What follows belongs to an exercise in optimizing a design on an open flow for small area, a short achievable clock period and few clock cycles per item; a production flow would make more cautious choices.
In this exercise RTL edits were held to simulation tests only and were not proved equivalent to the original.
No activity file was given, so power comes from the tool's default toggle rates.

## lane 1
==> module relu_backward_unit, before the edit <==
module relu_backward_unit #(
   parameter int Row_Limit = 10,
   parameter int Lanes     = 10
) (
   input  logic                             clk,
   input  logic                             rst,
   input  logic                             fwd_valid,
   output logic                             fwd_ready,
   input  logic [5*Row_Limit*Row_Limit-1:0] fwd_matrix,
   input  logic                             grad_valid,
   output logic                             grad_ready,
   input  logic [5*Row_Limit*Row_Limit-1:0] grad_matrix,
   output logic                             out_valid,
   input  logic                             out_ready,
   output logic [5*Row_Limit*Row_Limit-1:0] out_matrix,
   output logic                             mask_valid,
   output logic                             busy
);
   localparam int NN = Row_Limit * Row_Limit;
   logic [NN-1:0]   mask_n_q, mask_n_d, sel;
   logic            mask_valid_q;
   logic [5*NN-1:0] out_q, out_d;
   logic            out_valid_q;
   logic            hold, fwd_valid_n, grad_hs;
   logic            mask_valid_d, out_valid_d;
   logic            accept_free_q, accept_if_q;
   assign hold    = out_valid_q && !out_ready;
   assign fwd_valid_n = !fwd_valid;
   assign grad_hs = grad_valid && grad_ready;
   for (genvar i = 0; i < NN; i++) begin : g_elem
      relu_mask_next_n u_mask (
         .load   (fwd_valid),
         .load_n (fwd_valid_n),
         .fwd    ({fwd_matrix[4*NN+i], fwd_matrix[3*NN+i], fwd_matrix[2*NN+i],
                   fwd_matrix[NN+i], fwd_matrix[i]}),
         .q_n    (mask_n_q[i]),
         .d_n    (mask_n_d[i])
      );
      relu_sel u_sel (
         .hold   (hold),
         .mask_n (mask_n_d[i]),
         .sel    (sel[i])
      );
      for (genvar k = 0; k < 5; k++) begin : g_bit
         relu_out_bit u_bit (
            .hold (hold),
            .q    (out_q[k*NN+i]),
            .sel  (sel[i]),
            .grad (grad_matrix[k*NN+i]),
            .d    (out_d[k*NN+i])
         );
      end
   end
   always_ff @(posedge clk) begin
      mask_n_q <= mask_n_d;
      out_q  <= out_d;
   end
   always_ff @(posedge clk or posedge rst) begin
      if (rst) begin
         mask_valid_q  <= 1'b0;
         out_valid_q   <= 1'b0;
         accept_free_q <= 1'b0;
         accept_if_q   <= 1'b0;
      end else begin
         mask_valid_q  <= mask_valid_d;
         out_valid_q   <= out_valid_d;
         accept_free_q <= mask_valid_d && !out_valid_d;
         accept_if_q   <= mask_valid_d && out_valid_d;
      end
   end
   assign mask_valid_d = mask_valid_q || fwd_valid;
   assign out_valid_d  = hold || grad_hs;
   assign grad_ready   = accept_free_q || (accept_if_q && out_ready);
   assign fwd_ready    = 1'b1;
   assign busy         = out_valid_q;
   assign out_valid    = out_valid_q;
   assign out_matrix   = out_q;
   assign mask_valid   = mask_valid_q;
endmodule
==> flow/config.mk <==
export PLATFORM = sky130hd
export DESIGN_NAME = relu_backward_unit
export DESIGN_NICKNAME = relu_backward_unit
export VERILOG_FILES = /design/flow/design.v
export SDC_FILE = /design/flow/constraint.sdc
export NUM_CORES = 4
export LEC_CHECK = 0
export CAP_MARGIN = 20
export CORE_AREA = 2 2 758 62
export DIE_AREA = 0 0 760 64
export SETUP_SLACK_MARGIN = 2.7
export SLEW_MARGIN = 20
export SYNTH_HIERARCHICAL = 1
==> flow/constraint.sdc <==
create_clock -name core_clock -period 5.0 [get_ports {clk}]
set_input_delay 1.0000 -clock core_clock [delete_from_list [all_inputs] [get_ports {clk}]]
set_output_delay 1.0000 -clock core_clock [all_outputs]
set_load 0.01 [all_outputs]
standard.sh (not shown) runs the stock make flow with config.mk's settings and CLKGATE_MAP_FILE= SYNTH_SCRIPT=/design/flow/synth_recipe.tcl, a recipe that flattens the netlist after the stock synthesis.
==> flow/flow/run.sh <==
#!/bin/bash
# Standard layout, with the port buffers inserted as the smallest plain buffer
# instead of the delay buffer buffer_ports picks by default.
set -euo pipefail
export BUFFER_PORTS_ARGS="-buffer_cell sky130_fd_sc_hd__buf_1"
bash standard.sh > standard_flow.log 2>&1
Testbench counts of lane 1, summed over its fixed seeds: cycles 1,095, grads 767.
Relative to lane 1, the following input files were edited for lane 2:
--- a/flow/design.v
+++ b/flow/design.v
@@ -65,7 +65,7 @@
       );
       relu_sel u_sel (
          .hold   (hold),
-         .mask_n (mask_n_d[i]),
+         .mask_n (mask_n_q[i]),
          .sel    (sel[i])
       );
       for (genvar k = 0; k < 5; k++) begin : g_bit
@@ -97,7 +97,7 @@
    end
    assign mask_valid_d = mask_valid_q || fwd_valid;
    assign out_valid_d  = hold || grad_hs;
-   assign grad_ready   = accept_free_q || (accept_if_q && out_ready);
+   assign grad_ready   = !fwd_valid && (accept_free_q || (accept_if_q && out_ready));
    assign fwd_ready    = 1'b1;
    assign busy         = out_valid_q;
    assign out_valid    = out_valid_q;
==> comparison <==
Lane 2 went all the way through the flow, and no timing, DRC or antenna check failed. Sequential fraction of the synthesis area of lane 2 is on par with lane 1. Looking only at clock skew, and setting everything else aside, the lower value of lane 2 and lane 1 goes to lane 2. Changes observed in lane 2 relative to lane 1: global-route track usage on met1 climbed 4.7 points, initial core utilization essentially unchanged, synthesized cell count now sits at about the same level, met2 wire length down 2.6%, setup slack lower. Internal portion of total power: lane 2 lower than lane 1. As far as cell count is concerned, lane 2 and lane 1 perform about the same. Cell area came out lower on lane 2 than on lane 1. Lane 1 ended up with sky130_fd_sc_hd__o32a_4 as its cell with the biggest individual delay on the critical path; lane 2 ended up with sky130_fd_sc_hd__a21oi_4. Going from lane 1 to lane 2, the fraction of met2 tracks used by global routing was found to have gone down by 3.1 points. Between lane 2 and lane 1, the cell area after synthesis figures differ only marginally. Compared lane 1 against lane 2; post-placement cell count within noise.
Testbench counts of lane 2, summed over its fixed seeds: cycles 1,095, grads 767.

==> afterwards: timing with drivers on the ports <==
The flow's constraints put no driver on any port. The routed layouts listed below were extracted and timed again, unchanged, in two steps. Step 1: set_driving_cell puts a clkbuf_16 on clk and a buf_2 on each other input, an assumption about the parent block. Step 2, shift: input delay + t, output delay - t, t = (earliest + latest rising clock arrival at the registers) / 2. This alone moves slack from input paths to output paths. a / b / c = no drivers / after step 1 / after step 2; a / b = the first two.
run | t, ns | setup WS [ns] | hold slack, ns | worst setup path after step 2 | worst data-port slew with drivers (ns)
lane 1 | 0.700 | 2.538 / 2.574 / 1.903 | 0.222 / 0.167 / 0.468 | input to register | 0.32
lane 2 | 0.712 | 2.387 / 2.331 / 2.129 | 0.222 / 0.162 / 0.478 | input to register | 0.37
After both steps setup and hold are still met in every run listed. The setup slack of lane 1, which loses most, moves by +0.036 ns with the drivers and by -0.635 ns with both steps.
